From an optimization exercise on the open Yosys and OpenROAD flow, aimed at small area and a short achievable clock period; shortcuts taken in it are not production practice.
RTL that was checked went through simulation tests only; none was proved equivalent to the original.
For runs 2, 3 and 5, only the layout was checked, not whether the RTL still works.
Power is estimated from default activity; no workload was simulated.

### flow/design.v
package nn_pkg;
  localparam int DW_DEF    = 16;
  localparam int DEPTH_DEF = 64;
  localparam int CW_DEF    = $clog2(DEPTH_DEF) + 1;
  localparam int Q_INT_BITS  = 8;
  localparam int Q_FRAC_BITS = 8;
  typedef enum logic [1:0] {
    IDLE = 2'd0,
    FILL = 2'd1,
    RUN  = 2'd2
  } ld_state_t;
  function automatic logic [6:0] fill_threshold(input logic [5:0] nl);
    fill_threshold = (nl == 6'd0) ? 7'd1 : {1'b0, nl};
  endfunction
endpackage
module nn_sync_fifo #(
  parameter int DW    = 16,
  parameter int DEPTH = 64,
  parameter int CW    = $clog2(DEPTH) + 1
) (
  input  logic          clk,
  input  logic          rst_n,
  input  logic          flush,
  input  logic          wr_en,
  input  logic [DW-1:0] wr_data,
  input  logic          rd_en,
  output logic [DW-1:0] rd_data,
  output logic [CW-1:0] count,
  output logic          full,
  output logic          empty
);
  localparam int AW = (DEPTH > 1) ? $clog2(DEPTH) : 1;
  logic [DW-1:0] mem [DEPTH];
  logic [AW-1:0] wr_ptr_reg;
  logic [AW-1:0] rd_ptr_reg;
  logic [CW-1:0] count_reg;
  logic          do_wr;
  logic          do_rd;
  assign full  = (count_reg == CW'(DEPTH));
  assign empty = (count_reg == '0);
  assign count = count_reg;
  assign do_wr = wr_en && !full  && !flush;
  assign do_rd = rd_en && !empty && !flush;
  assign rd_data = empty ? '0 : mem[rd_ptr_reg];
  always_ff @(posedge clk) begin
    if (do_wr) begin
      mem[wr_ptr_reg] <= wr_data;
    end
  end
  always_ff @(posedge clk or negedge rst_n) begin
    if (!rst_n) begin
      wr_ptr_reg <= '0;
      rd_ptr_reg <= '0;
      count_reg  <= '0;
    end else if (flush) begin
      wr_ptr_reg <= '0;
      rd_ptr_reg <= '0;
      count_reg  <= '0;
    end else begin
      if (do_wr) begin
        wr_ptr_reg <= (wr_ptr_reg == AW'(DEPTH - 1)) ? '0 : wr_ptr_reg + 1'b1;
      end
      if (do_rd) begin
        rd_ptr_reg <= (rd_ptr_reg == AW'(DEPTH - 1)) ? '0 : rd_ptr_reg + 1'b1;
      end
      if (do_wr && !do_rd) begin
        count_reg <= count_reg + 1'b1;
      end else if (do_rd && !do_wr) begin
        count_reg <= count_reg - 1'b1;
      end
    end
  end
endmodule
module nn_param_loader #(
  parameter int DW    = nn_pkg::DW_DEF,
  parameter int DEPTH = nn_pkg::DEPTH_DEF,
  parameter int CW    = $clog2(DEPTH) + 1
) (
  input  logic          clk,
  input  logic          rst_n,
  input  logic [DW-1:0] s_data,
  input  logic          s_is_bias,
  input  logic          s_valid,
  output logic          s_ready,
  input  logic          run_req,
  input  logic          flush,
  input  logic [5:0]    nl_first,
  input  logic          weight_en,
  input  logic          bias_en,
  input  logic          tot_complete,
  output logic [DW-1:0] wt_in,
  output logic [DW-1:0] bias_in,
  output logic          start,
  output logic          busy,
  output logic [CW-1:0] wt_count,
  output logic [CW-1:0] bias_count,
  output logic          underflow
);
  logic      wt_full, wt_empty;
  logic      bias_full, bias_empty;
  logic      wt_push, bias_push;
  logic      fill_done;
  logic      pop_empty;
  nn_pkg::ld_state_t state_reg, state_next;
  logic      start_reg, start_next;
  logic      underflow_reg;
  assign s_ready   = s_is_bias ? !bias_full : !wt_full;
  assign wt_push   = s_valid && !s_is_bias && !wt_full;
  assign bias_push = s_valid &&  s_is_bias && !bias_full;
  nn_sync_fifo #(.DW(DW), .DEPTH(DEPTH), .CW(CW)) u_wt_fifo (
    .clk     (clk),
    .rst_n   (rst_n),
    .flush   (flush),
    .wr_en   (wt_push),
    .wr_data (s_data),
    .rd_en   (weight_en),
    .rd_data (wt_in),
    .count   (wt_count),
    .full    (wt_full),
    .empty   (wt_empty)
  );
  nn_sync_fifo #(.DW(DW), .DEPTH(DEPTH), .CW(CW)) u_bias_fifo (
    .clk     (clk),
    .rst_n   (rst_n),
    .flush   (flush),
    .wr_en   (bias_push),
    .wr_data (s_data),
    .rd_en   (bias_en),
    .rd_data (bias_in),
    .count   (bias_count),
    .full    (bias_full),
    .empty   (bias_empty)
  );
  assign fill_done = (32'(wt_count)   >= 32'(nn_pkg::fill_threshold(nl_first))) &&
                     (32'(bias_count) >= 32'(nn_pkg::fill_threshold(nl_first)));
  assign pop_empty = (weight_en && wt_empty) || (bias_en && bias_empty);
  always_comb begin
    state_next = state_reg;
    start_next = 1'b0;
    if (flush) begin
      state_next = nn_pkg::IDLE;
    end else begin
      unique case (state_reg)
        nn_pkg::IDLE: if (run_req) state_next = nn_pkg::FILL;
        nn_pkg::FILL: begin
          if (fill_done) begin
            state_next = nn_pkg::RUN;
            start_next = 1'b1;
          end
        end
        nn_pkg::RUN:  if (tot_complete) state_next = nn_pkg::IDLE;
        default: state_next = nn_pkg::IDLE;
      endcase
    end
  end
  always_ff @(posedge clk or negedge rst_n) begin
    if (!rst_n) begin
      state_reg <= nn_pkg::IDLE;
      start_reg <= 1'b0;
    end else begin
      state_reg <= state_next;
      start_reg <= start_next;
    end
  end
  always_ff @(posedge clk or negedge rst_n) begin
    if (!rst_n) begin
      underflow_reg <= 1'b0;
    end else if (flush) begin
      underflow_reg <= 1'b0;
    end else if (pop_empty) begin
      underflow_reg <= 1'b1;
    end
  end
  assign start     = start_reg;
  assign busy      = (state_reg != nn_pkg::IDLE);
  assign underflow = underflow_reg;
endmodule
### flow/run.sh
#!/bin/bash
# synth_recipe.tcl (not shown) runs the flow's synth.tcl, then flattens the netlist and writes it again
# the make line also repeats each setting of config.mk as NAME=value (left out here)
make -C /OpenROAD-flow-scripts/flow DESIGN_CONFIG=/design/flow/config.mk WORK_HOME=/design/flow/orfs CLKGATE_MAP_FILE= SYNTH_SCRIPT=/design/flow/synth_recipe.tcl finish
### flow/config.mk
export PLATFORM = sky130hd
export DESIGN_NAME = nn_param_loader
export DESIGN_NICKNAME = nn_param_loader
export VERILOG_FILES = /design/flow/design.v
export SDC_FILE = /design/flow/constraint.sdc
export NUM_CORES = 4
export LEC_CHECK = 0
export CAP_MARGIN = 20
export CORE_MARGIN = 2
export CORE_UTILIZATION = 40
export SLEW_MARGIN = 20
### flow/constraint.sdc
create_clock -name core_clock -period 6.0 [get_ports {clk}]
set_input_delay 1.2000 -clock core_clock [delete_from_list [all_inputs] [get_ports {clk}]]
set_output_delay 1.2000 -clock core_clock [all_outputs]
set_load 0.01 [all_outputs]
==> results of run 1 <==
-- worst max-delay path, delay by kind of cell (launching register included) --
| kind | cells | cell delay (ps) |
|---|---|---|
| AOI/OAI and AO/OA | 2 | 280 |
| DFF | 1 | 850 |
| and+or+nand+nor | 4 | 1060 |
| buffers and inverters | 4 | 1470 |
-- where the power goes --
| group | internal (uW) | total (uW) | switching (uW) | leakage, uW |
|---|---|---|---|---|
| registers | 16100 | 16300 | 190 | 0.0190 |
| logic | 2700 | 5710 | 3000 | 0.00637 |
| clock network | 7180 | 12700 | 5570 | 0.00325 |
-- path summary, 6_finish.rpt --
path                                                  startpoint                                    end  slack, ps  cells past startpoint
max reg2reg                   u_wt_fifo.count_reg[1]$_DFFE_PN0P_     u_wt_fifo.count_reg[6]$_DFFE_PN0P_       1320                     12
min                                                        rst_n                    start_reg$_DFF_PN0_        470                      2
max                        u_bias_fifo.rd_ptr_reg[0]$_DFFE_PN0P_                             bias_in[6]        250                     10
min in group core_clock                 state_reg[1]$_DFFE_PN0P_                    start_reg$_DFF_PN0_        510                      1
max in group asynchronous                                  rst_n  u_bias_fifo.rd_ptr_reg[1]$_DFFE_PN0P_       4960                      2
min reg2reg                             state_reg[1]$_DFFE_PN0P_                    start_reg$_DFF_PN0_        510                      1
-- Yosys cell counts (3+ instances only) --
| master | n | area, um^2 |
|---|---|---|
| clkbuf_1 | 133 | 499 |
| dfrtp_1 | 42 | 1050 |
| nor2_1 | 183 | 687 |
| and2_1 | 7 | 43.8 |
| and4b_1 | 3 | 30.0 |
| a221oi_1 | 10 | 87.6 |
| a32oi_1 | 6 | 52.6 |
| o22ai_1 | 58 | 363 |
| o311a_1 | 11 | 110 |
| nand2b_1 | 5 | 31.3 |
| or2_2 | 3 | 18.8 |
| edfxtp_1 | 2048 | 61500 |
| nand4_1 | 3 | 18.8 |
| nand3b_1 | 10 | 75.1 |
| nand3_1 | 45 | 225 |
| a21boi_0 | 5 | 37.5 |
| o21ai_0 | 50 | 250 |
| xor2_1 | 7 | 61.3 |
| a2111oi_0 | 11 | 96.3 |
| a31oi_1 | 3 | 18.8 |
| or3b_2 | 6 | 52.6 |
| buf_2 | 53 | 265 |
| inv_1 | 15 | 56.3 |
| buf_1 | 34 | 128 |
| nor2b_1 | 14 | 87.6 |
| a211oi_1 | 20 | 150 |
| ha_1 | 26 | 325 |
| mux4_2 | 457 | 10300 |
| a22oi_1 | 172 | 1290 |
| mux2i_1 | 158 | 1580 |
| xnor2_1 | 7 | 61.3 |
| a21o_1 | 4 | 30.0 |
| nor3_1 | 39 | 195 |
| or3_1 | 6 | 37.5 |
| nand2_1 | 129 | 484 |
| a21oi_1 | 68 | 340 |
-- layer usage --
metal | vias to the layer above | part of all wire (%)
met2 | 1428 | 50
met1 | 21300 | 42
met5 | - | 0
met4 | 0 | 2.2
met3 | 277 | 6.3
li1 | 16900 | -
-- cell families after synthesis --
group,count (synthesis),synth area share [%]
AO/OA/AOI/OAI,430,3.61
flip-flops,2090,77.2
buffers and inverters,240,1.23
adder cells (fa/ha/maj),28,0.451
XOR/XNOR,15,0.185
multiplexers,618,14.7
AND/OR/NAND/NOR,472,2.66
-- through the flow --
stage / total power (uW) / util, % / setup WS (ps) / hold slack [ps]
floorplan: 20300 / - / 2310 / 460
global placement: 22400 / 42.7 / 343 / 482
detailed placement: 22400 / 42.7 / 937 / 499
CTS: 35100 / 46.1 / 32.0 / 447
global route: 36000 / 46.1 / 48.0 / 480
finish: 34700 / 46.1 / 253 / 475
-- final cells by class --
cell class	instances	share of cell area, %
multi-input cells	1563	19.0
repair buffers	306	2.84
well taps	2672	3.60
clock buffers	258	5.82
diodes	4	0.0108
flip-flops and latches	2090	67.3
inverters	15	0.0606
clock inverters	127	1.40
-- what timing repair did --
| item | 4_1_cts | 5_1_grt |
|---|---|---|
| buffers inserted | 0 | 0 |
| resized for setup | 0 | 2 |
| setup endpoints to repair | 0 | 2 |
==> results by group, run 1 <==
Worst setup path
  • Critical path's largest stage delay: 850 ps
  • Slowest cell on the critical path: dfrtp_4
  • Startpoint types: flop
  • Critical path class: reg -> out
  • Critical-path maximum fanout: 50
  • CP cell instances: buf_12 > nor4bb_4 > buf_4 > a22oi_1 > nand2_1 > nor3_1 > buf_4 > o21ai_0 > nand2_1 > clkdlybuf4s50_1
  • Crit. End Element: output port
  • Worst EP arrival: 4550 ps
  • CP Data Required Time: 4800 ps

GRT
  • Global routing's busiest layer: met2
  • Met2 usage: 32.3%
  • GRT Overall Usage: 19.5%
  • Initial antenna violation count: 3
  • Vias in the first global route: 40,300
  • First-pass GRT wire length: 291,000 um
  • Largest net degree at the start of global routing: 90
  • Grt met1 use: 27.0%
  • Met3 Resource Use GR: 3.10%
  • Gr ovfl total: 0

Placed design
  • Port Buffers: 80
  • RD Place Congestion: 0.802
  • Post-DP Area: 86,200 um^2
  • Placed cells: 6,646
  • Post-DP HPWL: 119,000 um

STA
  • Final Hold Vio Count: 0
  • Worst-Margin Slew: 1060 ps
  • Final period utilization: 95.8%
  • Skew final: 67.6 ps
  • Tmin final: 5750 ps
  • Maximum clock frequency: 174 MHz
  • Final setup viols: 0
  • Setup TNS Final: 0 ps
  • RSZ-0062 raised after global routing: false
  • Max transition margin: 29.2%
  • Pins Over Slew Limit: 0

Power
  • Maximum vdd drop: 307 uV
  • P_leak: 0.0286 uW
  • Cell Pwr Density: 374 nW/um^2

Worst hold path
  • Worst Hold Class: in -> async

Final layout
  • Top flop regs: u_bias_fifo.mem: 1024 flops, u_wt_fifo.mem: 1024 flops
  • Most frequent cells in the layout: edfxtp_1, mux4_2, buf_4
  • Finished Cell Area: 93,000 um^2
  • Register area: 62,600 um^2
  • P&R area growth vs syn: 14.7%
  • Final Net Count: 4,242
  • Multi-input gate area in the final layout: 17,600 um^2
  • Most common cell after layout, fill and taps aside: edfxtp_1
  • Filler cells: 16,800
  • Share of layout cells above drive strength 1: 23.7%
  • Non-filler cells, final: 7,035

CTS
  • CTS Buf Count: 207
  • Clock root buffer: clkbuf_16
  • Deepest level of the CTS H-tree: 4
  • Max clock buf depth: 3
  • CTS tree: yes
  • Sink Count: 2,090
  • Clock Latency Late Sink: 850 ps
  • Clock-pin slew on the worst setup and hold paths: 60 ps
  • CTS Hold Bufs: 0

Route
  • DRT Pass-1 Iters: 5
  • Post-DR vias/cell: 5.67
  • DRC violations left: 0
  • Antenna Nets Post-Route: 0
  • First DRT Iteration DRCs: 4,261
  • Routed via count: 39,900
  • WL/cell: 28.6 um
  • Post-Route WL: 201,000 um

Logic synthesis
  • Yosys cell types: 66
  • Syn nets: 3,952
  • Post-synth EDFFs: 2,048
  • Seq cells post-synth: 2,090
  • Ys async rst share: 2.01%
  • Syn Std Cell Area: 81,100 um^2
  • Mapped Avg Cell Area: 20.8 um^2
  • Register area share after synthesis: 77.2%
  • Synth Instances: 3,893
  • Synth Warn #: 2
  • Synth Flop Type: edfxtp_1

Floorplan
  • Initial Utilization: 40.2%
  • DIE AREA: 206,000 um^2
  • Ports: 81
  • Die X-Extent: 454 um
  • # rows: 165
  • Die Y: 454 um
  • Core footprint: 202,000 um^2

Status
  • Status: no timing/DRC/antenna violations

Run
  • Max Cap Violations: 0
==> inputs of run 2 (changes only) <==
--- a/flow/design.v
+++ b/flow/design.v
@@ -29,40 +29,51 @@
   output logic          full,
   output logic          empty
 );
-  localparam int AW = (DEPTH > 1) ? $clog2(DEPTH) : 1;
-  logic [DW-1:0] mem [DEPTH];
-  logic [AW-1:0] wr_ptr_reg;
-  logic [AW-1:0] rd_ptr_reg;
+  logic [DW-1:0] body [0:DEPTH-2];
+  logic [DW-1:0] head_reg;
+  logic [DW-1:0] head_next;
+  logic [DW-1:0] second;
   logic [CW-1:0] count_reg;
   logic          do_wr;
   logic          do_rd;
-  assign full  = (count_reg == CW'(DEPTH));
+  assign full  = count_reg[CW-1];
   assign empty = (count_reg == '0);
   assign count = count_reg;
   assign do_wr = wr_en && !full  && !flush;
   assign do_rd = rd_en && !empty && !flush;
-  assign rd_data = empty ? '0 : mem[rd_ptr_reg];
+  assign rd_data = head_reg;
   always_ff @(posedge clk) begin
     if (do_wr) begin
-      mem[wr_ptr_reg] <= wr_data;
+      body[0] <= wr_data;
+      for (int i = 1; i < DEPTH - 1; i++) begin
+        body[i] <= body[i-1];
+      end
+    end
+  end
+  always_comb begin
+    second = '0;
+    for (int i = 0; i < DEPTH - 1; i++) begin
+      if (count_reg == CW'(i + 2)) second = second | body[i];
+    end
+  end
+  always_comb begin
+    if (do_rd) begin
+      head_next = second | ((do_wr && count_reg == CW'(1)) ? wr_data : '0);
+    end else if (do_wr && empty) begin
+      head_next = wr_data;
+    end else begin
+      head_next = head_reg;
     end
   end
   always_ff @(posedge clk or negedge rst_n) begin
     if (!rst_n) begin
-      wr_ptr_reg <= '0;
-      rd_ptr_reg <= '0;
-      count_reg  <= '0;
+      head_reg  <= '0;
+      count_reg <= '0;
     end else if (flush) begin
-      wr_ptr_reg <= '0;
-      rd_ptr_reg <= '0;
-      count_reg  <= '0;
+      head_reg  <= '0;
+      count_reg <= '0;
     end else begin
-      if (do_wr) begin
-        wr_ptr_reg <= (wr_ptr_reg == AW'(DEPTH - 1)) ? '0 : wr_ptr_reg + 1'b1;
-      end
-      if (do_rd) begin
-        rd_ptr_reg <= (rd_ptr_reg == AW'(DEPTH - 1)) ? '0 : rd_ptr_reg + 1'b1;
-      end
+      head_reg <= head_next;
       if (do_wr && !do_rd) begin
         count_reg <= count_reg + 1'b1;
       end else if (do_rd && !do_wr) begin
--- a/flow/config.mk
+++ b/flow/config.mk
@@ -8,4 +8,5 @@
 export CAP_MARGIN = 20
 export CORE_MARGIN = 2
 export CORE_UTILIZATION = 40
+export SETUP_SLACK_MARGIN = 3.0
 export SLEW_MARGIN = 20
==> results by group, run 2 <==
Status
  • Status: no timing/DRC/antenna violations

Final layout
  • Filler cells: 15,300
  • Share of layout cells above drive strength 1: 21.6%
  • P&R area growth vs syn: 20.7%
  • Multi-input gate area in the final layout: 15,000 um^2
  • Most frequent cells in the layout: edfxtp_1, a22oi_1, buf_4
  • Top flop regs: u_bias_fifo.body: 1008 flops, u_wt_fifo.body: 1008 flops
  • Most common cell after layout, fill and taps aside: edfxtp_1
  • Final Net Count: 4,664
  • Register area: 61,800 um^2

CTS
  • CTS Hold Bufs: 0
  • Clock-pin slew on the worst setup and hold paths: 70 ps
  • Deepest level of the CTS H-tree: 4
  • Max clock buf depth: 3
  • Sink Count: 2,066
  • Clock root buffer: clkbuf_16
  • CTS Buf Count: 192
  • CTS tree: yes
  • Clock Latency Late Sink: 840 ps

Worst setup path
  • Critical path endpoint: u_wt_fifo.head_reg[4]$_DFFE_PN0P_
  • FF-to-FF setup slack: 2900 ps
  • Worst EP arrival: 3820 ps
  • Startpoint types: flop
  • CP Data Required Time: 6710 ps
  • Crit. End Element: flop
  • Critical path class: reg -> reg
  • CP Launch Point: u_wt_fifo.count_reg[3]$_DFFE_PN0P_
  • Crit Reg-Reg Endpoint: u_wt_fifo.head_reg[4]$_DFFE_PN0P_
  • Worst R2R Start: u_wt_fifo.count_reg[3]$_DFFE_PN0P_
  • Critical-path maximum fanout: 14
  • R2R depth: 10

Power
  • Combinational power share: 17.8%
  • Total power: 36,600 uW
  • Cell Pwr Density: 401 nW/um^2
  • Maximum vdd drop: 273 uV
  • Int Pwr: 26,300 uW
  • P_leak: 0.0297 uW
  • Switching power: 10,300 uW
  • Switch share: 28.3%
  • Clock network power share: 33.8%
  • Register share of total power: 48.4%

Logic synthesis
  • Yosys cell types: 74
  • Ranking of synthesized cells by area: edfxtp_1, a22oi_1, a22o_1
  • Seq cells post-synth: 2,066
  • Mapped Avg Cell Area: 18.5 um^2
  • Register area share after synthesis: 81.6%
  • Post-synth EDFFs: 2,016
  • Syn nets: 4,148
  • Area share of the largest cell type after synthesis: 80.0%
  • Cell type with the highest aggregate area in the netlist: edfxtp_1
  • Syn Std Cell Area: 75,700 um^2
  • Most common cell in the netlist: edfxtp_1
  • Synth Warn #: 3
  • Ys async rst share: 2.42%
  • Synth Flop Type: edfxtp_1
  • Most frequent cells after synthesis: edfxtp_1, a22oi_1, a22o_1
  • Synth Instances: 4,095

STA
  • Setup TNS Final: 0 ps
  • Worst-Margin Slew: 1060 ps
  • Tmin final: 3100 ps
  • WHS: 433 ps
  • Max transition margin: 28.3%
  • Final Hold Vio Count: 0
  • RSZ-0062 raised after global routing: true
  • Skew final: 33.4 ps
  • Final period utilization: 51.7%
  • Final setup viols: 0
  • Pins Over Slew Limit: 0
  • Fin worst setup slack: 2900 ps
  • Maximum clock frequency: 322 MHz

GRT
  • First-pass GRT wire length: 369,000 um
  • Vias in the first global route: 45,100
  • Largest net degree at the start of global routing: 209
  • GRT Overall Usage: 27.7%
  • Initial antenna violation count: 9
  • Gr ovfl total: 0

Placed design
  • Pre-CTS WS: 1820 ps
  • Port Buffers: 80
  • RD Place Congestion: 0.953
  • Post-DP HPWL: 174,000 um

Floorplan
  • Ports: 81
  • Initial Utilization: 40.3%
  • Core footprint: 188,000 um^2
  • Die X-Extent: 439 um
  • Die Y: 439 um
  • DIE AREA: 193,000 um^2
  • # rows: 159

Route
  • Post-Route WL: 278,000 um
  • Antenna Nets Post-Route: 0
  • WL/cell: 38.3 um
  • First DRT Iteration DRCs: 9,828
  • Routed via count: 48,700
  • DRT Pass-1 Iters: 9
  • Post-DR vias/cell: 6.70
  • DRC violations left: 0

Run
  • Max Cap Violations: 0

Worst hold path
  • Worst Hold Path Cells: 0
  • Worst Hold Class: reg -> reg
run 2: logic make-up (layout without fill, tap and decap cells):
kind of cell	Yosys count	count (layout)	synth area share (%)
other	0	5	0
adders and majority gates	22	22	0.364
buffers and inverters	218	889	1.21
DFF	2066	2066	81.6
and+or+nand+nor	669	670	4.91
AOI/OAI and AO/OA	1087	1087	11.5
xor gates and xnor gates	13	13	0.150
muxes	20	20	0.273
run 2: layout make-up:
cell class | count | share of cell area (%)
Antenna cell | 5 | 0.0137
Clock buffer | 242 | 5.59
Clock inverter | 108 | 1.22
Inverter | 13 | 0.0904
Multi-Input combinational cell | 1812 | 16.4
Sequential cell | 2066 | 67.7
Tap cell | 2495 | 3.42
Timing Repair Buffer | 526 | 5.55
run 2: power by group through the flow:
stage | clock [uW] | sequential, uW | combinational, uW
4_1_cts | 12400 | 17700 | 5640
6_report | 12400 | 17700 | 6520
3_5_place_dp | 0 | 18000 | 4600
2_1_floorplan | 0 | 17700 | 2330
3_3_place_gp | 0 | 18000 | 4580
5_1_grt | 12900 | 17800 | 6630
run 2: how the worst min path moves through the flow:
stage	start	endpoint	slack, ps
floorplan	u_bias_fifo.body[16][13]$_DFFE_PP_	u_bias_fifo.body[17][13]$_DFFE_PP_	420
global placement	u_wt_fifo.body[56][7]$_DFFE_PP_	u_wt_fifo.body[57][7]$_DFFE_PP_	420
detailed placement	u_wt_fifo.body[28][7]$_DFFE_PP_	u_wt_fifo.body[29][7]$_DFFE_PP_	430
CTS	u_bias_fifo.body[29][2]$_DFFE_PP_	u_bias_fifo.body[30][2]$_DFFE_PP_	420
global route	u_wt_fifo.body[56][7]$_DFFE_PP_	u_wt_fifo.body[57][7]$_DFFE_PP_	440
finish	u_wt_fifo.body[48][1]$_DFFE_PP_	u_wt_fifo.body[49][1]$_DFFE_PP_	430
run 2: worst max-delay path, cell delays in order (launching register included):
cell and delay [ps]:
dfrtp_4 480, buf_4 290, nand4bb_4 310, nor2_4 130
buf_4 270, a22oi_1 270, nand4_1 140, or4_4 450
nor4_4 360, buf_6 190, o21ai_2 60
run 2: routing by layer:
layer	up-vias	share of wire, %	track usage, %
li1	18500	-	-
met5	-	0.019	0
met1	24400	34	35.3
met2	4684	45	42.9
met4	8	7.0	15.6
met3	1029	14	7.51
run 2: timing repair:
item | in CTS | in global routing
buffers inserted | 111 | 124
resized for setup | 307 | 199
gates cloned | 3 | 4
pin swaps | 33 | 87
setup endpoints to repair | 1532 | 528
run 2: stage by stage:
step	std cells	instance area [um^2]	util [%]
floorplan	4095	75800	-
global placement	6668	80900	43.0
detailed placement	6670	81000	43.1
CTS	7134	89300	47.5
global route	7262	91300	48.6
finish	7267	91400	48.6
==> inputs of run 3 (changes only) <==
--- a/flow/config.mk
+++ b/flow/config.mk
@@ -7,6 +7,6 @@
 export LEC_CHECK = 0
 export CAP_MARGIN = 20
 export CORE_MARGIN = 2
-export CORE_UTILIZATION = 40
+export CORE_UTILIZATION = 65
 export SETUP_SLACK_MARGIN = 3.0
 export SLEW_MARGIN = 20
==> results by group, run 3 <==
Floorplan
  • Ports: 81
  • # rows: 125
  • Die X-Extent: 345 um
  • Die Y: 345 um
  • Core footprint: 116,000 um^2
  • DIE AREA: 119,000 um^2
  • Initial Utilization: 65.3%

CTS
  • Deepest level of the CTS H-tree: 4
  • Max clock buf depth: 3
  • Clock-pin slew on the worst setup and hold paths: 70 ps
  • Clock Latency Late Sink: 850 ps
  • CTS Buf Count: 195
  • Sink Count: 2,066
  • Clock root buffer: clkbuf_16
  • CTS Hold Bufs: 0
  • CTS tree: yes

Route
  • DRT Pass-1 Iters: 19
  • Antenna Nets Post-Route: 0
  • Routed via count: 50,600
  • Post-Route WL: 276,000 um
  • First DRT Iteration DRCs: 10,700
  • WL/cell: 43.6 um
  • DRC violations left: 0
  • Post-DR vias/cell: 7.98

Worst setup path
  • CP cell instances: clkinvlp_4 > ha_4 > buf_4 > nand4bb_4 > buf_12 > nor2_4 > buf_4 > a22o_1 > a221oi_1 > nand4_1 > nor4_2 > o21ai_0
  • Critical-path maximum fanout: 8
  • CP dominant cell by count: buf_4
  • Worst EP arrival: 3870 ps
  • Slowest cell on the critical path: dfrtp_2
  • CP Data Required Time: 6700 ps
  • Critical path's largest stage delay: 430 ps
  • Critical path class: reg -> reg
  • Crit. End Element: flop
  • CP Launch Point: u_wt_fifo.count_reg[0]$_DFFE_PN0P_
  • Startpoint types: flop
  • Worst R2R Start: u_wt_fifo.count_reg[0]$_DFFE_PN0P_

Placed design
  • Post-DP Area: 79,700 um^2
  • Port Buffers: 80
  • RD Place Congestion: 0.985
  • Placed cells: 5,685
  • Pre-CTS WS: 1600 ps
  • Post-DP HPWL: 167,000 um

Final layout
  • Non-filler cells, final: 6,338
  • Final Net Count: 4,685
  • Share of layout cells above drive strength 1: 21.8%
  • Filler cells: 6,124
  • P&R area growth vs syn: 19.4%
  • Most common cell after layout, fill and taps aside: edfxtp_1
  • Top flop regs: u_bias_fifo.body: 1008 flops, u_wt_fifo.body: 1008 flops
  • Most frequent cells in the layout: edfxtp_1, a22oi_1, buf_4
  • Finished Cell Area: 90,400 um^2

Logic synthesis
  • Area share of the largest cell type after synthesis: 80.0%
  • Cell type with the highest aggregate area in the netlist: edfxtp_1
  • Ranking of synthesized cells by area: edfxtp_1, a22oi_1, a22o_1
  • Mux share of post-synthesis cell area: 0.273%
  • Post-Synth Simple-Gate Area: 4.91%
  • Syn nets: 4,148
  • Synth Area in Adders: 0.364%
  • Post-Synth XOR/XNOR Area: 0.150%
  • Syn Std Cell Area: 75,700 um^2
  • Largest family of logic cells by synthesized area: compound AO/OA/AOI/OAI gates
  • Compound-Gate Fraction of Synth Area: 11.5%
  • Synth Warn #: 3
  • Seq cells post-synth: 2,066
  • Synth Flop Type: edfxtp_1
  • Ys async rst share: 2.42%
  • Register area share after synthesis: 81.6%
  • Yosys cell types: 74
  • Mapped Avg Cell Area: 18.5 um^2
  • Most frequent cells after synthesis: edfxtp_1, a22oi_1, a22o_1
  • Post-synth EDFFs: 2,016
  • Most common cell in the netlist: edfxtp_1
  • Synth Instances: 4,095

STA
  • Pins Over Slew Limit: 0
  • Setup TNS Final: 0 ps
  • Tmin final: 3170 ps
  • Maximum clock frequency: 315 MHz
  • Final setup viols: 0
  • Final Hold Vio Count: 0
  • Worst-Margin Slew: 1220 ps
  • Max transition margin: 18.3%
  • RSZ-0062 raised after global routing: true
  • Skew final: 22.0 ps
  • Fin worst setup slack: 2830 ps
  • Final period utilization: 52.9%

GRT
  • Gr ovfl total: 0
  • First-pass GRT wire length: 369,000 um
  • Initial antenna violation count: 9
  • Largest net degree at the start of global routing: 207
  • GRT Overall Usage: 45.2%
  • Vias in the first global route: 47,200

Run
  • Max Cap Violations: 0

Power
  • Total power: 36,500 uW
  • Cell Pwr Density: 403 nW/um^2
  • P_leak: 0.0298 uW
  • Maximum vdd drop: 330 uV

Worst hold path
  • Worst Hold Class: in -> async

Status
  • Status: no timing/DRC/antenna violations
run 3: cell types whose count changed in the layout (fill, tap and decap cells not counted), moves of 8 or more:
cell	previous run	this run
buf_6	57	43
buf_4	329	337
nor2_2	35	43
a221oi_2	14	5
nor2_4	91	80
a221oi_1	217	226
clkinv_2	29	39
diode_2	5	16
buf_12	43	68
run 3: kinds of logic (layout without fill, tap and decap cells):
| logic type | count (synthesis) | count (layout) |
|---|---|---|
| AO/OA/AOI/OAI | 1087 | 1087 |
| XOR/XNOR | 13 | 13 |
| adder cells (fa/ha/maj) | 22 | 22 |
| buffers and inverters | 218 | 921 |
| flip-flops | 2066 | 2066 |
| multiplexers | 20 | 20 |
| other | 0 | 16 |
| AND/OR/NAND/NOR | 669 | 669 |
run 3: critical path, delay by kind of cell, from the launching register on:
kind,cells,cell delay (ps)
compound gates,3,780
fa+ha+maj,1,250
buf+inv,4,720
flops,1,430
simple gates,4,810
run 3: report_power, final:
group          switching (uW)  internal, uW  total (uW)  leakage, uW
registers                 753         17000       17700       0.0191
logic                    4000          2440        6440      0.00760
clock network            5450          6850       12300      0.00305
run 3: final timing paths:
path | to | slack (ps) | cells after the start
max in group asynchronous | u_wt_fifo.count_reg[3]$_DFFE_PN0P_ | 4590 | 2
min in group core_clock | u_wt_fifo.body[31][11]$_DFFE_PP_ | 440 | 0
worst max register to register | u_wt_fifo.head_reg[15]$_DFFE_PN0P_ | 2830 | 12
worst max-delay path | u_wt_fifo.head_reg[15]$_DFFE_PN0P_ | 2830 | 12
worst min register to register | u_wt_fifo.body[31][11]$_DFFE_PP_ | 440 | 0
worst min-delay path | u_wt_fifo.head_reg[14]$_DFFE_PN0P_ | 270 | 1
run 3: cell type report:
class                      count  area, um^2  share of cell area, %
tap                         1524        1910                   2.11
multi-input combinational   1811       14800                   16.4
sequential                  2066       61800                   68.4
clock inverter               116        1070                   1.18
antenna                       16        40.0                 0.0443
inverter                      13        82.6                 0.0914
clock buffer                 247        5180                   5.73
timing repair buffer         545        5470                   6.05
run 3: stage by stage:
step                util, %  hold slack (ps)
global route           78.0              253
floorplan                 -              417
global placement       68.7              425
detailed placement     68.7              424
finish                 78.0              270
CTS                    76.3              238
run 3: timing repair:
item | CTS | global route
endpoints found under the setup margin | 1453 | 577
buffers inserted | 152 | 119
gates cloned | 2 | 1
pin swaps | 28 | 59
resized for setup | 288 | 168
run 3: metal layers:
metal	global-route usage (%)	part of all wire [%]	vias up
li1	-	-	18600
met1	56.1	31	24700
met2	66.7	44	5829
met3	14.4	16	1497
met4	35.2	9.7	8
met5	0	0.016	-
==> inputs of run 4 (changes only) <==
--- a/flow/design.v
+++ b/flow/design.v
@@ -36,7 +36,7 @@
   logic [CW-1:0] count_reg;
   logic          do_wr;
   logic          do_rd;
-  assign full  = count_reg[CW-1];
+  assign full  = (count_reg == CW'(DEPTH));
   assign empty = (count_reg == '0);
   assign count = count_reg;
   assign do_wr = wr_en && !full  && !flush;
--- a/flow/config.mk
+++ b/flow/config.mk
@@ -7,6 +7,5 @@
 export LEC_CHECK = 0
 export CAP_MARGIN = 20
 export CORE_MARGIN = 2
-export CORE_UTILIZATION = 65
-export SETUP_SLACK_MARGIN = 3.0
+export CORE_UTILIZATION = 40
 export SLEW_MARGIN = 20
==> results by group, run 4 <==
CTS
  • Clock root buffer: clkbuf_16
  • PostCTS Resize Cnt: 0
  • CTS Buf Count: 198
  • Deepest level of the CTS H-tree: 4
  • Clock-pin slew on the worst setup and hold paths: 70 ps
  • CTS Hold Bufs: 0
  • Postcts setup bufs: 0
  • Sink Count: 2,066
  • Max clock buf depth: 3
  • Clock Latency Late Sink: 870 ps
  • CTS tree: yes

GRT
  • Initial antenna violation count: 17
  • Grt met1 use: 39.4%
  • Met2 usage: 37.8%
  • Largest net degree at the start of global routing: 200
  • Met3 Resource Use GR: 10.0%
  • Gr ovfl total: 0
  • Global routing's busiest layer: met1
  • First-pass GRT wire length: 373,000 um
  • GRT Overall Usage: 28.1%
  • Vias in the first global route: 44,600

Run
  • Max Cap Violations: 0

Final layout
  • Finished Cell Area: 88,300 um^2
  • Top flop regs: u_bias_fifo.body: 1008 flops, u_wt_fifo.body: 1008 flops
  • Final Net Count: 4,444
  • Post-layout util: 46.6%
  • P&R area growth vs syn: 15.9%
  • Most frequent cells in the layout: edfxtp_1, a22oi_1, a22o_1
  • Non-filler cells, final: 7,080
  • Multi-input gate area in the final layout: 13,800 um^2
  • Share of layout cells above drive strength 1: 15.5%
  • Most common cell after layout, fill and taps aside: edfxtp_1
  • Register area: 61,800 um^2
  • Filler cells: 15,800

STA
  • Maximum clock frequency: 218 MHz
  • Final setup viols: 0
  • Final Hold Vio Count: 0
  • Max transition margin: 10.9%
  • Skew final: 31.8 ps
  • Pins Over Slew Limit: 0
  • Tmin final: 4590 ps
  • Worst-Margin Slew: 1330 ps
  • Final period utilization: 76.4%
  • RSZ-0062 raised after global routing: false
  • Setup TNS Final: 0 ps

Floorplan
  • Initial Utilization: 40.2%
  • # rows: 160
  • Core footprint: 190,000 um^2
  • DIE AREA: 194,000 um^2
  • Die Y: 440 um
  • Die X-Extent: 440 um
  • Ports: 81

Power
  • Int Pwr: 25,600 uW
  • Cell Pwr Density: 407 nW/um^2
  • Total power: 35,900 uW
  • Switching power: 10,400 uW
  • Combinational power share: 15.2%
  • Register share of total power: 48.6%
  • Switch share: 28.9%
  • Maximum vdd drop: 302 uV
  • Clock network power share: 36.2%
  • P_leak: 0.0272 uW

Worst setup path
  • Crit path buf inv count: 2
  • Critical path class: reg -> out
  • Critical path's largest stage delay: 640 ps
  • CP cell instances: buf_4 > nor4bb_4 > and2_4 > mux2i_1 > clkdlybuf4s50_1
  • CP Data Required Time: 4800 ps
  • Critical-path maximum fanout: 29
  • CP top delay family: buffers and inverters
  • Crit. End Element: output port
  • Startpoint types: flop
  • Worst EP arrival: 3390 ps
  • Slowest cell on the critical path: dfrtp_4

Placed design
  • Post-DP Area: 81,600 um^2
  • RD Place Congestion: 0.962
  • Placed cells: 6,702
  • Port Buffers: 80
  • Post-DP HPWL: 178,000 um

Route
  • Post-Route WL: 280,000 um
  • DRC violations left: 0
  • WL/cell: 39.6 um
  • First DRT Iteration DRCs: 10,400
  • Antenna Nets Post-Route: 0
  • Routed via count: 48,500
  • DRT Pass-1 Iters: 9
  • Post-DR vias/cell: 6.85

Logic synthesis
  • Cell type with the highest aggregate area in the netlist: edfxtp_1
  • Syn nets: 4,144
  • Ys async rst share: 2.42%
  • Ranking of synthesized cells by area: edfxtp_1, a22oi_1, a22o_1
  • Register area share after synthesis: 81.1%
  • Most common cell in the netlist: edfxtp_1
  • Post-synth EDFFs: 2,016
  • Yosys cell types: 93
  • Syn Std Cell Area: 76,200 um^2
  • Most frequent cells after synthesis: edfxtp_1, a22oi_1, a22o_1
  • Area share of the largest cell type after synthesis: 79.5%
  • Mapped Avg Cell Area: 18.6 um^2
  • Synth Flop Type: edfxtp_1
  • Synth Warn #: 3
  • Seq cells post-synth: 2,066
  • Synth Instances: 4,091

Status
  • Status: no timing/DRC/antenna violations

Worst hold path
  • Worst Hold Class: in -> async
## run 4: changes by cell type in the layout (fill, tap and decap cells not counted), moves of 32 or more
cell / delta
nor2_4: -63
nor2_2: +60
a22oi_1: +36
buf_12: -42
buf_4: -148
and3_1: -32
dlygate4sd2_1: -41
buf_6: -42
clkdlybuf4s50_1: +50
## run 4: routing by layer
metal,share of wire (%),vias up
met3,17,930
met5,0.016,-
met1,36,24500
met2,40,4974
li1,-,18100
met4,6.7,8
## run 4: cell families after synthesis
group           after synthesis  synth area share, %
compound gates             1089                 11.5
mux                          53                0.721
xor+xnor                     11                0.126
buf+inv                     207                 1.36
simple gates                643                 4.84
flops                      2066                 81.1
fa+ha+maj                    22                0.361
## run 4: power by group through the flow
| stage | Combinational (uW) | Sequential, uW | Clock [uW] |
|---|---|---|---|
| 2_1_floorplan | 2750 | 17700 | 0 |
| 3_3_place_gp | 5230 | 17700 | 0 |
| 3_5_place_dp | 5230 | 17700 | 0 |
| 4_1_cts | 5250 | 17400 | 13100 |
| 5_1_grt | 5530 | 17500 | 13600 |
| 6_report | 5460 | 17500 | 13000 |
## run 4: cell type report
type                       count  area share (%)
sequential                  2066            70.0
multi-input combinational   1818            15.7
clock buffer                 250            6.05
tap                         2511            3.56
timing repair buffer         295            3.11
clock inverter               124            1.57
inverter                      12          0.0510
antenna                        4          0.0113
## run 4: final timing paths
check | start | end | slack [ps] | depth (start not counted)
max | u_wt_fifo.count_reg[4]$_DFFE_PN0P_ | s_ready | 1410 | 5
min | rst_n | u_bias_fifo.head_reg[8]$_DFFE_PN0P_ | 320 | 1
max reg2reg | u_wt_fifo.count_reg[0]$_DFFE_PN0P_ | u_wt_fifo.head_reg[8]$_DFFE_PN0P_ | 1740 | 11
min reg2reg | u_wt_fifo.body[18][10]$_DFFE_PP_ | u_wt_fifo.body[19][10]$_DFFE_PP_ | 430 | 0
max in group asynchronous | rst_n | u_wt_fifo.count_reg[5]$_DFFE_PN0P_ | 4500 | 2
min in group core_clock | u_wt_fifo.body[18][10]$_DFFE_PP_ | u_wt_fifo.body[19][10]$_DFFE_PP_ | 430 | 0
## run 4: metrics by stage
step                hold slack (ps)  setup WS [ps]
global placement                421           1510
finish                          317           1410
floorplan                       417         -14170
global route                    312           1330
detailed placement              429           1500
CTS                             292           1390
==> inputs of run 5 (changes only) <==
--- a/flow/design.v
+++ b/flow/design.v
@@ -7,7 +7,7 @@
   typedef enum logic [1:0] {
     IDLE = 2'd0,
     FILL = 2'd1,
-    RUN  = 2'd2
+    RUN  = 2'd3
   } ld_state_t;
   function automatic logic [6:0] fill_threshold(input logic [5:0] nl);
     fill_threshold = (nl == 6'd0) ? 7'd1 : {1'b0, nl};
@@ -29,17 +29,28 @@
   output logic          full,
   output logic          empty
 );
-  logic [DW-1:0] body [0:DEPTH-2];
+  localparam int AW = CW - 1;           
+  localparam int LW = AW / 2;           
+  localparam int HW = AW - LW;          
+  localparam int NL = 1 << LW;
+  localparam int NH = 1 << HW;
+  logic [DW-1:0] body [DEPTH-1];
   logic [DW-1:0] head_reg;
   logic [DW-1:0] head_next;
   logic [DW-1:0] second;
-  logic [CW-1:0] count_reg;
+  logic [CW-1:0] count_reg;             
+  logic [CW-1:0] count_out;             
+  logic          full_out;              
+  logic [CW-1:0] count_next;
+  logic [CW-1:0] sec_idx;
+  logic [NL-1:0] sel_lo;                
+  logic [NH-1:0] sel_hi;                
   logic          do_wr;
   logic          do_rd;
-  assign full  = (count_reg == CW'(DEPTH));
   assign empty = (count_reg == '0);
-  assign count = count_reg;
-  assign do_wr = wr_en && !full  && !flush;
+  assign count = count_out;
+  assign full  = full_out;
+  assign do_wr = wr_en && !count_reg[CW-1] && !flush;
   assign do_rd = rd_en && !empty && !flush;
   assign rd_data = head_reg;
   always_ff @(posedge clk) begin
@@ -51,9 +62,35 @@
     end
   end
   always_comb begin
+    count_next = count_reg;
+    if (flush) begin
+      count_next = '0;
+    end else if (do_wr && !do_rd) begin
+      count_next = count_reg + 1'b1;
+    end else if (do_rd && !do_wr) begin
+      count_next = count_reg - 1'b1;
+    end
+  end
+  assign sec_idx = count_next - CW'(2);
+  always_ff @(posedge clk) begin
+    for (int k = 0; k < NL; k++) begin
+      sel_lo[k] <= (sec_idx[LW-1:0] == LW'(k));
+    end
+    for (int j = 0; j < NH; j++) begin
+      sel_hi[j] <= (count_next >= CW'(2)) && (sec_idx[AW-1:LW] == HW'(j));
+    end
+  end
+  always_comb begin
+    logic [DW-1:0] grp;
     second = '0;
-    for (int i = 0; i < DEPTH - 1; i++) begin
-      if (count_reg == CW'(i + 2)) second = second | body[i];
+    for (int j = 0; j < NH; j++) begin
+      grp = '0;
+      for (int k = 0; k < NL; k++) begin
+        if (j * NL + k < DEPTH - 1) begin
+          grp = grp | ({DW{sel_lo[k]}} & body[j * NL + k]);
+        end
+      end
+      second = second | ({DW{sel_hi[j]}} & grp);
     end
   end
   always_comb begin
@@ -69,16 +106,13 @@
     if (!rst_n) begin
       head_reg  <= '0;
       count_reg <= '0;
-    end else if (flush) begin
-      head_reg  <= '0;
-      count_reg <= '0;
-    end else begin
-      head_reg <= head_next;
-      if (do_wr && !do_rd) begin
-        count_reg <= count_reg + 1'b1;
-      end else if (do_rd && !do_wr) begin
-        count_reg <= count_reg - 1'b1;
-      end
+      count_out <= '0;
+      full_out  <= 1'b0;
+    end else begin
+      head_reg  <= flush ? '0 : head_next;
+      count_reg <= count_next;
+      count_out <= count_next;
+      full_out  <= count_next[CW-1];
     end
   end
 endmodule
@@ -183,6 +217,6 @@
     end
   end
   assign start     = start_reg;
-  assign busy      = (state_reg != nn_pkg::IDLE);
+  assign busy      = state_reg[0];
   assign underflow = underflow_reg;
 endmodule
--- a/flow/config.mk
+++ b/flow/config.mk
@@ -8,4 +8,5 @@
 export CAP_MARGIN = 20
 export CORE_MARGIN = 2
 export CORE_UTILIZATION = 40
+export SETUP_SLACK_MARGIN = 3.2
 export SLEW_MARGIN = 20
==> results by group, run 5 <==
CTS
  • Clock root buffer: clkbuf_16
  • Clock Latency Late Sink: 840 ps
  • CTS tree: yes
  • Clock-pin slew on the worst setup and hold paths: 60 ps
  • Sink Count: 2,098
  • Max clock buf depth: 3
  • Deepest level of the CTS H-tree: 4
  • CTS Buf Count: 196
  • CTS Hold Bufs: 0

STA
  • WHS: 411 ps
  • Final setup viols: 0
  • Final period utilization: 48.2%
  • Tmin final: 2890 ps
  • Final Hold Vio Count: 0
  • Setup TNS Final: 0 ps
  • RSZ-0062 raised after global routing: true
  • Skew final: 47.0 ps
  • Worst-Margin Slew: 1130 ps
  • Max transition margin: 24.7%
  • Pins Over Slew Limit: 0
  • Maximum clock frequency: 346 MHz

Worst setup path
  • Critical-path maximum fanout: 8
  • Critical path class: in -> reg
  • CP Data Required Time: 6780 ps
  • Crit. End Element: flop
  • Startpoint types: input port
  • Worst EP arrival: 3670 ps

Logic synthesis
  • Ys async rst share: 2.38%
  • Cell type with the highest aggregate area in the netlist: edfxtp_1
  • Synth Flop Type: edfxtp_1
  • Syn nets: 4,161
  • Synth Instances: 4,110
  • Area share of the largest cell type after synthesis: 79.8%
  • Most common cell in the netlist: edfxtp_1
  • Ranking of synthesized cells by area: edfxtp_1, a22oi_1, nand4_1
  • Most frequent cells after synthesis: edfxtp_1, a22oi_1, nand4_1
  • Post-synth EDFFs: 2,016
  • Yosys cell types: 66
  • Register area share after synthesis: 82.2%
  • Seq cells post-synth: 2,098
  • Mapped Avg Cell Area: 18.5 um^2
  • Synth Warn #: 3
  • Syn Std Cell Area: 75,900 um^2

GRT
  • GRT Overall Usage: 18.4%
  • Vias in the first global route: 41,300
  • Initial antenna violation count: 5
  • Gr ovfl total: 0
  • Largest net degree at the start of global routing: 195
  • First-pass GRT wire length: 272,000 um

Route
  • First DRT Iteration DRCs: 5,419
  • Post-Route WL: 187,000 um
  • Antenna Nets Post-Route: 0
  • Post-DR vias/cell: 6.09
  • Routed via count: 42,200
  • DRT Pass-1 Iters: 8
  • DRC violations left: 0
  • WL/cell: 27.0 um

Power
  • Clock network power share: 32.6%
  • Switch share: 30.8%
  • Register share of total power: 46.3%
  • Int Pwr: 26,000 uW
  • Switching power: 11,600 uW
  • Cell Pwr Density: 431 nW/um^2
  • P_leak: 0.0272 uW
  • Combinational power share: 21.1%
  • Maximum vdd drop: 437 uV

Floorplan
  • Die X-Extent: 440 um
  • # rows: 159
  • Die Y: 440 um
  • Core footprint: 188,000 um^2
  • Ports: 81
  • Initial Utilization: 40.3%
  • DIE AREA: 193,000 um^2

Final layout
  • Filler cells: 15,800
  • Share of layout cells above drive strength 1: 12.4%
  • Multi-input gate area in the final layout: 12,700 um^2
  • Top flop regs: u_bias_fifo.body: 1008 flops, u_wt_fifo.body: 1008 flops
  • Final Net Count: 4,317
  • Most common cell after layout, fill and taps aside: edfxtp_1
  • Register area: 62,500 um^2
  • Most frequent cells in the layout: edfxtp_1, a22oi_1, nand4_1
  • P&R area growth vs syn: 15.0%
  • Finished Cell Area: 87,300 um^2

Status
  • Status: no timing/DRC/antenna violations

Placed design
  • RD Place Congestion: 0.801
  • Post-DP Area: 79,600 um^2
  • Port Buffers: 80
  • Post-DP HPWL: 89,700 um

Run
  • Max Cap Violations: 0

Worst hold path
  • Worst Hold Class: reg -> reg
## run 5: cell types whose count changed after synthesis, sizes merged, moves of 28 or more
cell,change
clkbuf,+156
dfxtp,+32
mux2i,-28
nand4,+130
nand2,-44
a22oi,+653
a22o,-220
a221oi,-203
nor3,-34
a32oi,-29
nor2,-134
buf,-78
## run 5: critical path, stage by stage
cell and delay (ps):
clkdlybuf4s50_1 560, a21boi_4 350, buf_4 190, nor4bb_4 50
nor4_4 400, a41oi_2 170, or4b_4 580, a21oi_2 150
## run 5: logic make-up after synthesis
kind of cell / share of synthesized area (%)
flops: 82.2
compound gates: 12.2
simple gates: 3.40
buf+inv: 1.51
fa+ha+maj: 0.359
xor+xnor: 0.127
mux: 0.142
## run 5: metal layers
metal	up-vias	GRT usage, %	share of wire, %
met4	2	6.25	3.2
met3	330	3.47	8.1
met1	22100	26.4	43
met2	2004	28.3	46
li1	17800	-	-
met5	-	0	0.0069
## run 5: final timing paths
path                                                       end  cells after the start                               start  slack (ps)
max in group asynchronous  u_bias_fifo.head_reg[1]$_DFFE_PN0P_                      2                               rst_n        5000
min in group asynchronous             state_reg[0]$_DFFE_PN0P_                      2                               rst_n         440
min                            u_wt_fifo.body[22][1]$_DFFE_PP_                      0     u_wt_fifo.body[21][1]$_DFFE_PP_         410
max                              u_bias_fifo.sel_hi[7]$_DFF_P_                      8                             bias_en        3110
min reg2reg                    u_wt_fifo.body[22][1]$_DFFE_PP_                      0     u_wt_fifo.body[21][1]$_DFFE_PP_         410
max reg2reg                      u_bias_fifo.sel_hi[7]$_DFF_P_                     10  u_bias_fifo.count_reg[6]$_DFF_PN0_        3190
## run 5: power groups by stage
stage	clock, uW	combinational [uW]	sequential [uW]
2_1_floorplan	0	4490	17100
3_3_place_gp	0	7030	17900
3_5_place_dp	0	7070	17900
4_1_cts	12500	7570	17500
5_1_grt	13100	8490	17500
6_report	12300	7930	17400
## run 5: timing repair
action	CTS	global route
setup endpoints to repair	1836	406
resized for setup	155	56
setup buffers	48	35
pin swaps	11	27
gates cloned	9	4
## run 5: metrics by stage
step	utilization (%)	worst slack [ps]	instances	total power, uW
after global placement	42.3	1360	6467	24900
after CTS	46.1	3100	6884	37500
after detailed placement	42.3	1240	6467	24900
after floorplan	-	641	4110	21600
final	46.4	3110	6925	37600
after global routing	46.4	3050	6923	39000
## run 5: cell type report
type / instances / area share [%]
Inverter: 24 / 0.175
Timing Repair inverter: 7 / 0.113
Antenna cell: 2 / 0.00573
Multi-Input combinational cell: 1717 / 14.6
Clock inverter: 122 / 1.43
Tap cell: 2495 / 3.57
Clock buffer: 238 / 5.80
Timing Repair Buffer: 222 / 2.74
Sequential cell: 2098 / 71.6
==> inputs of run 6 (changes only) <==
--- a/flow/design.v
+++ b/flow/design.v
@@ -42,9 +42,8 @@
   logic [CW-1:0] count_out;             
   logic          full_out;              
   logic [CW-1:0] count_next;
-  logic [CW-1:0] sec_idx;
   logic [NL-1:0] sel_lo;                
-  logic [NH-1:0] sel_hi;                
+  logic [NH:0]   sel_hi;                
   logic          do_wr;
   logic          do_rd;
   assign empty = (count_reg == '0);
@@ -71,13 +70,24 @@
       count_next = count_reg - 1'b1;
     end
   end
-  assign sec_idx = count_next - CW'(2);
-  always_ff @(posedge clk) begin
-    for (int k = 0; k < NL; k++) begin
-      sel_lo[k] <= (sec_idx[LW-1:0] == LW'(k));
-    end
-    for (int j = 0; j < NH; j++) begin
-      sel_hi[j] <= (count_next >= CW'(2)) && (sec_idx[AW-1:LW] == HW'(j));
+  localparam logic [NL-1:0] LO_RST = NL'(1) << (NL - 2);    
+  localparam logic [NH:0]   HI_RST = (NH + 1)'(1);
+  logic count_up, count_down;
+  assign count_up   = do_wr && !do_rd;
+  assign count_down = do_rd && !do_wr;
+  always_ff @(posedge clk or negedge rst_n) begin
+    if (!rst_n) begin
+      sel_lo <= LO_RST;
+      sel_hi <= HI_RST;
+    end else if (flush) begin
+      sel_lo <= LO_RST;
+      sel_hi <= HI_RST;
+    end else if (count_up) begin
+      sel_lo <= {sel_lo[NL-2:0], sel_lo[NL-1]};
+      if (sel_lo[NL-1]) sel_hi <= {sel_hi[NH-1:0], 1'b0};
+    end else if (count_down) begin
+      sel_lo <= {sel_lo[0], sel_lo[NL-1:1]};
+      if (sel_lo[0]) sel_hi <= {1'b0, sel_hi[NH:1]};
     end
   end
   always_comb begin
@@ -90,7 +100,7 @@
           grp = grp | ({DW{sel_lo[k]}} & body[j * NL + k]);
         end
       end
-      second = second | ({DW{sel_hi[j]}} & grp);
+      second = second | ({DW{sel_hi[j+1]}} & grp);
     end
   end
   always_comb begin
--- a/flow/config.mk
+++ b/flow/config.mk
@@ -8,5 +8,7 @@
 export CAP_MARGIN = 20
 export CORE_MARGIN = 2
 export CORE_UTILIZATION = 40
-export SETUP_SLACK_MARGIN = 3.2
+export CTS_CLUSTER_DIAMETER = 100
+export CTS_CLUSTER_SIZE = 24
+export SETUP_SLACK_MARGIN = 3.4
 export SLEW_MARGIN = 20
==> results by group, run 6 <==
STA
  • Maximum clock frequency: 330 MHz
  • Max transition margin: 29.5%
  • Final period utilization: 50.6%
  • Worst-Margin Slew: 1060 ps
  • Skew final: 42.2 ps
  • Final setup viols: 0
  • Final Hold Vio Count: 0
  • RSZ-0062 raised after global routing: true
  • Tmin final: 3030 ps
  • Setup TNS Final: 0 ps
  • Fin worst setup slack: 2970 ps
  • Pins Over Slew Limit: 0
  • WHS: 428 ps

Route
  • Highest routed layer: met4
  • Antenna Nets Post-Route: 0
  • Post-DR vias/cell: 6.30
  • DRT Pass-1 Iters: 9
  • Met3 wire length: 15,900 um
  • Wire length on met1: 82,400 um
  • First DRT Iteration DRCs: 6,477
  • Routed via count: 42,800
  • DRC violations left: 0
  • WL/cell: 28.9 um
  • WL met2: 90,500 um
  • Post-Route WL: 196,000 um

Floorplan
  • Die Y: 441 um
  • Ports: 81
  • Die X-Extent: 441 um
  • # rows: 160
  • Initial Utilization: 40.2%
  • DIE AREA: 194,000 um^2
  • Core footprint: 190,000 um^2

Status
  • Status: no timing/DRC/antenna violations

Final layout
  • Share of layout cells above drive strength 1: 10.8%
  • Top flop regs: u_bias_fifo.body: 1008 flops, u_wt_fifo.body: 1008 flops
  • Non-filler cells, final: 6,806
  • Most frequent cells in the layout: edfxtp_1, a22oi_1, nand4_1
  • Final Net Count: 4,257
  • P&R area growth vs syn: 11.8%
  • Most common cell after layout, fill and taps aside: edfxtp_1

Power
  • P_leak: 0.0262 uW
  • Maximum vdd drop: 215 uV
  • Cell Pwr Density: 340 nW/um^2
  • Total power: 29,000 uW

GRT
  • Largest net degree at the start of global routing: 113
  • Gr ovfl total: 0
  • First-pass GRT wire length: 283,000 um
  • Vias in the first global route: 40,700
  • Initial antenna violation count: 6
  • GRT Overall Usage: 19.5%

Logic synthesis
  • Compound-Gate Fraction of Synth Area: 12.9%
  • Ys async rst share: 4.00%
  • Most frequent cells after synthesis: edfxtp_1, a22oi_1, clkbuf_1
  • Syn Std Cell Area: 76,300 um^2
  • Synth Flop Type: edfxtp_1
  • Mapped Avg Cell Area: 18.5 um^2
  • Area share of the largest cell type after synthesis: 79.4%
  • Synth Area in Adders: 0.295%
  • Synth Instances: 4,113
  • Synth Warn #: 3
  • Yosys cell types: 67
  • Cell type with the highest aggregate area in the netlist: edfxtp_1
  • Post-Synth XOR/XNOR Area: 0.0919%
  • Seq cells post-synth: 2,100
  • Register area share after synthesis: 82.1%
  • Post-Synth Simple-Gate Area: 2.72%
  • Largest family of logic cells by synthesized area: compound AO/OA/AOI/OAI gates
  • Post-synth EDFFs: 2,016
  • Most common cell in the netlist: edfxtp_1
  • Mux share of post-synthesis cell area: 0.197%
  • Ranking of synthesized cells by area: edfxtp_1, a22oi_1, dfrtp_1
  • Syn nets: 4,162

CTS
  • Clock-pin slew on the worst setup and hold paths: 100 ps
  • Clock Latency Late Sink: 770 ps
  • CTS tree: yes
  • Deepest level of the CTS H-tree: 3
  • CTS Buf Count: 97
  • Sink Count: 2,100
  • Max clock buf depth: 3
  • Clock root buffer: clkbuf_16

Placed design
  • Pre-CTS WS: 1500 ps
  • Placed cells: 6,473
  • Port Buffers: 80
  • RD Place Congestion: 0.807
  • Post-DP HPWL: 91,500 um

Worst setup path
  • Critical-path maximum fanout: 2
  • R2R depth: 10
  • Startpoint types: input port
  • Critical path class: in -> out
  • Crit path depth: 3
  • Crit path buf inv count: 2
  • Crit Reg-Reg Endpoint: u_bias_fifo.count_reg[4]$_DFFE_PN0P_
  • Critical path endpoint: s_ready
  • CP top delay family: multiplexers
  • Critical path's largest stage delay: 390 ps
  • Worst R2R Start: u_bias_fifo.count_reg[6]$_DFFE_PN0P_
  • CP Data Required Time: 4800 ps
  • FF-to-FF setup slack: 3460 ps
  • Slowest cell on the critical path: mux2i_4
  • Worst EP arrival: 1830 ps
  • Crit. End Element: output port
  • CP Launch Point: s_is_bias
  • CP cell instances: buf_8 > mux2i_4 > buf_6

Run
  • Max Cap Violations: 0

Worst hold path
  • Worst Hold Class: reg -> reg
  • Hold Crit Start: u_bias_fifo.body[54][12]$_DFFE_PP_
[run 6: kinds of logic (layout without fill, tap and decap cells)]
| family | after synthesis | count (layout) |
|---|---|---|
| compound gates | 1296 | 1296 |
| buf+inv | 310 | 487 |
| xor+xnor | 8 | 8 |
| mux | 15 | 15 |
| other cells | 0 | 4 |
| fa+ha+maj | 18 | 18 |
| flops | 2100 | 2100 |
| simple gates | 366 | 367 |
[run 6: power breakdown]
| part | internal, uW | switching (uW) |
|---|---|---|
| combinational | 1600 | 2880 |
| clock | 3150 | 4480 |
| sequential | 16500 | 411 |
| total | 21200 | 7770 |
[run 6: worst min path at each step]
stage          depth (start not counted)  slack (ps)                                  to
2_1_floorplan                          0         430  u_bias_fifo.body[58][10]$_DFFE_PP_
4_1_cts                                0         420  u_bias_fifo.body[55][12]$_DFFE_PP_
3_3_place_gp                           0         430   u_bias_fifo.body[54][7]$_DFFE_PP_
3_5_place_dp                           0         430   u_bias_fifo.body[56][5]$_DFFE_PP_
5_1_grt                                0         430   u_bias_fifo.body[31][1]$_DFFE_PP_
6_report                               0         430  u_bias_fifo.body[55][12]$_DFFE_PP_
[run 6: final cells by class]
cell class / count / area (um^2)
Antenna cell: 4 / 10.0
Clock inverter: 7 / 95.1
Clock buffer: 175 / 2740
Tap cell: 2511 / 3140
Timing Repair Buffer: 282 / 3630
Fill cell: 16100 / 104000
Sequential cell: 2100 / 62700
Multi-Input combinational cell: 1704 / 12700
Inverter: 15 / 109
Timing Repair inverter: 8 / 166
[run 6: repair_timing]
item / 4_1_cts / 5_1_grt
endpoints found under the setup margin: 1785 / 638
hold buffers: 0 / 0
hold endpoints to repair: 0 / 0
gates cloned: 24 / 4
buffers inserted: 93 / 26
gates resized for setup: 347 / 51
pin swaps: 6 / 11
[run 6: layer usage]
layer | vias up | GRT usage, %
met5 | - | 0
met4 | 0 | 7.35
met3 | 262 | 2.90
met2 | 2213 | 30.0
met1 | 22700 | 28.1
li1 | 17600 | -
[run 6: stage by stage]
stage               area (um^2)  util (%)
floorplan                 76400         -
global placement          79900      42.1
detailed placement        80000      42.1
CTS                       84800      44.7
global route              85300      44.9
finish                    85300      44.9
==> inputs of run 7 (changes only) <==
--- a/flow/config.mk
+++ b/flow/config.mk
@@ -10,5 +10,5 @@
 export CORE_UTILIZATION = 40
 export CTS_CLUSTER_DIAMETER = 100
 export CTS_CLUSTER_SIZE = 24
-export SETUP_SLACK_MARGIN = 3.4
+export SETUP_SLACK_MARGIN = 3.2
 export SLEW_MARGIN = 20
==> results by group, run 7 <==
Final layout
  • Register area: 62,700 um^2
  • Top flop regs: u_bias_fifo.body: 1008 flops, u_wt_fifo.body: 1008 flops
  • Filler cells: 16,200
  • P&R area growth vs syn: 10.4%
  • Multi-input gate area in the final layout: 12,500 um^2
  • Most frequent cells in the layout: edfxtp_1, a22oi_1, nand4_1
  • Most common cell after layout, fill and taps aside: edfxtp_1
  • Final Net Count: 4,194
  • Share of layout cells above drive strength 1: 8.28%

Worst setup path
  • Crit path buf inv count: 2
  • Crit path depth: 3
  • CP cell instances: buf_8 > mux2i_4 > buf_6
  • Startpoint types: input port
  • Critical path endpoint: s_ready
  • Slowest cell on the critical path: mux2i_4
  • Critical path class: in -> out
  • FF-to-FF setup slack: 3250 ps
  • Crit Reg-Reg Endpoint: u_bias_fifo.head_reg[8]$_DFFE_PN0P_
  • CP Launch Point: s_is_bias
  • Worst R2R Start: u_bias_fifo.sel_lo[6]$_DFFE_PN1P_
  • R2R depth: 7
  • Worst EP arrival: 1860 ps
  • Critical-path maximum fanout: 3
  • Crit. End Element: output port
  • CP top delay family: multiplexers
  • Critical path's largest stage delay: 410 ps
  • CP Data Required Time: 4800 ps

GRT
  • Gr ovfl total: 0
  • Largest net degree at the start of global routing: 113
  • Initial antenna violation count: 7
  • Vias in the first global route: 40,200
  • GRT Overall Usage: 18.6%
  • First-pass GRT wire length: 273,000 um

Placed design
  • Port Buffers: 80
  • RD Place Congestion: 0.807
  • Post-DP HPWL: 91,500 um
  • Pre-CTS WS: 1500 ps

Logic synthesis
  • Compound-Gate Fraction of Synth Area: 12.9%
  • Ranking of synthesized cells by area: edfxtp_1, a22oi_1, dfrtp_1
  • Syn nets: 4,162
  • Synth Instances: 4,113
  • Post-Synth Simple-Gate Area: 2.72%
  • Post-synth EDFFs: 2,016
  • Synth Area in Adders: 0.295%
  • Synth Warn #: 3
  • Yosys cell types: 67
  • Area share of the largest cell type after synthesis: 79.4%
  • Mapped Avg Cell Area: 18.5 um^2
  • Register area share after synthesis: 82.1%
  • Synth Flop Type: edfxtp_1
  • Largest family of logic cells by synthesized area: compound AO/OA/AOI/OAI gates
  • Most common cell in the netlist: edfxtp_1
  • Ys async rst share: 4.00%
  • Most frequent cells after synthesis: edfxtp_1, a22oi_1, clkbuf_1
  • Mux share of post-synthesis cell area: 0.197%
  • Post-Synth XOR/XNOR Area: 0.0919%
  • Syn Std Cell Area: 76,300 um^2
  • Cell type with the highest aggregate area in the netlist: edfxtp_1
  • Seq cells post-synth: 2,100

Route
  • Post-Route WL: 191,000 um
  • First DRT Iteration DRCs: 6,140
  • DRT Pass-1 Iters: 6
  • DRC violations left: 0
  • Antenna Nets Post-Route: 0
  • Routed via count: 42,100
  • WL/cell: 28.2 um
  • Post-DR vias/cell: 6.24

CTS
  • Clock Latency Late Sink: 760 ps
  • Clock-pin slew on the worst setup and hold paths: 100 ps
  • Clock root buffer: clkbuf_16
  • CTS tree: yes
  • Deepest level of the CTS H-tree: 3
  • Max clock buf depth: 3
  • CTS Buf Count: 97
  • Sink Count: 2,100
  • CTS Hold Bufs: 0

Power
  • Maximum vdd drop: 221 uV
  • Cell Pwr Density: 340 nW/um^2
  • Total power: 28,600 uW
  • P_leak: 0.0257 uW

Status
  • Status: no timing/DRC/antenna violations

STA
  • Tmin final: 3060 ps
  • Worst-Margin Slew: 1100 ps
  • Final period utilization: 50.9%
  • Pins Over Slew Limit: 0
  • Maximum clock frequency: 327 MHz
  • Final setup viols: 0
  • Skew final: 44.8 ps
  • Fin worst setup slack: 2940 ps
  • Setup TNS Final: 0 ps
  • RSZ-0062 raised after global routing: true
  • Max transition margin: 26.6%
  • Final Hold Vio Count: 0

Floorplan
  • Die Y: 441 um
  • # rows: 160
  • Initial Utilization: 40.2%
  • Die X-Extent: 441 um
  • DIE AREA: 194,000 um^2
  • Ports: 81
  • Core footprint: 190,000 um^2

Worst hold path
  • Hold Crit Start: u_bias_fifo.body[54][12]$_DFFE_PP_
  • Worst Hold Class: reg -> reg

Run
  • Max Cap Violations: 0
[run 7: cell count changes in the layout (fill, tap and decap cells not counted), moves of 6 or more]
cell,before,now
buf_6,45,9
dlygate4sd2_1,0,33
buf_4,108,81
buf_16,30,13
buf_2,21,7
a221oi_1,22,29
a221oi_2,9,3
buf_12,32,26
clkdlybuf4s15_1,0,6
clkdlybuf4s50_1,21,27
diode_2,4,10
dlymetal6s2s_1,6,0
[run 7: final cells by class]
type                            count  area share (%)
Sequential cell                  2100            74.5
Multi-Input combinational cell   1703            14.9
Tap cell                         2511            3.73
Clock buffer                      175            3.26
Timing Repair Buffer              223            3.23
Inverter                           15           0.129
Clock inverter                      7           0.113
Timing Repair inverter              5          0.0847
Antenna cell                       10          0.0297
[run 7: report_power, final]
part           leakage, uW  switching (uW)  total [uW]  internal [uW]
Sequential          0.0196             501       17000          16500
Combinational      0.00478            2620        3980           1360
Clock              0.00134            4490        7640           3150
Total               0.0257            7610       28600          21000
[run 7: kinds of logic after synthesis]
group,Yosys count
fa+ha+maj,18
buf+inv,310
simple gates,366
flops,2100
xor+xnor,8
mux,15
compound gates,1296
[run 7: stage by stage]
step | cells | utilization (%) | hold slack [ps] | cell area, um^2
6_report | 6749 | 44.4 | 424 | 84200
5_1_grt | 6741 | 44.3 | 432 | 84200
4_1_cts | 6718 | 44.1 | 419 | 83800
3_5_place_dp | 6473 | 42.1 | 433 | 80000
3_3_place_gp | 6472 | 42.1 | 428 | 79900
2_1_floorplan | 4113 | - | 426 | 76400
[run 7: worst min-delay path by stage]
stage / to / slack [ps] / cells past startpoint
4_1_cts: u_bias_fifo.body[55][12]$_DFFE_PP_ / 420 / 0
3_3_place_gp: u_bias_fifo.body[54][7]$_DFFE_PP_ / 430 / 0
5_1_grt: u_bias_fifo.body[31][1]$_DFFE_PP_ / 430 / 0
2_1_floorplan: u_bias_fifo.body[58][10]$_DFFE_PP_ / 430 / 0
6_report: u_bias_fifo.body[55][12]$_DFFE_PP_ / 420 / 0
3_5_place_dp: u_bias_fifo.body[56][5]$_DFFE_PP_ / 430 / 0
[run 7: per-layer routing]
| layer | vias up | track usage, % | part of all wire (%) |
|---|---|---|---|
| met1 | 22200 | 27.1 | 42 |
| met2 | 2123 | 28.8 | 46 |
| met4 | 0 | 6.58 | 3.6 |
| met5 | - | 0 | 0 |
| met3 | 242 | 2.46 | 8.0 |
| li1 | 17500 | - | - |
[run 7: what timing repair did]
item                                    4_1_cts  5_1_grt
endpoints found under the setup margin     1780      965
pin swaps                                     4        0
gates resized for setup                     151       16
gates cloned                                 11        4
setup buffers                                52       17

afterwards: timing with drivers on the ports:
In the flow no input, the clock included, has a driving cell. The finished layouts below were timed again as built, in two steps. Step 1 sets driving cells, clkbuf_16 on the clock port and buf_2 on the other inputs (assumed; they add their load-dependent delay and slew). Step 2 adds t to the input delays and takes it off the output delays; t is the mean of the earliest and latest rising clock arrival at the registers after step 1. Input paths then give back, and output paths get back, about the clock's delay inside the block. Slacks: ideal ports / drivers / drivers and shift; pairs: ideal ports / drivers.
run	t, ns	setup WS [ns]	worst setup path at the end
run 1	0.901	0.253 / 0.174 / 1.075	register to output
run 2	0.915	2.898 / 2.825 / 2.204	input to register
run 3	0.923	2.826 / 2.826 / 1.968	input to register
run 4	0.941	1.415 / 1.326 / 1.423	input to register
run 5	0.902	3.108 / 3.071 / 2.246	input to register
run 6	0.821	2.965 / 2.714 / 2.636	input to register
run 7	0.819	2.943 / 2.723 / 2.194	input to register
After both steps every run listed still meets setup and hold. For run 5, which loses most, drivers alone change the setup slack by -0.037 ns; drivers and shift together by -0.862 ns.
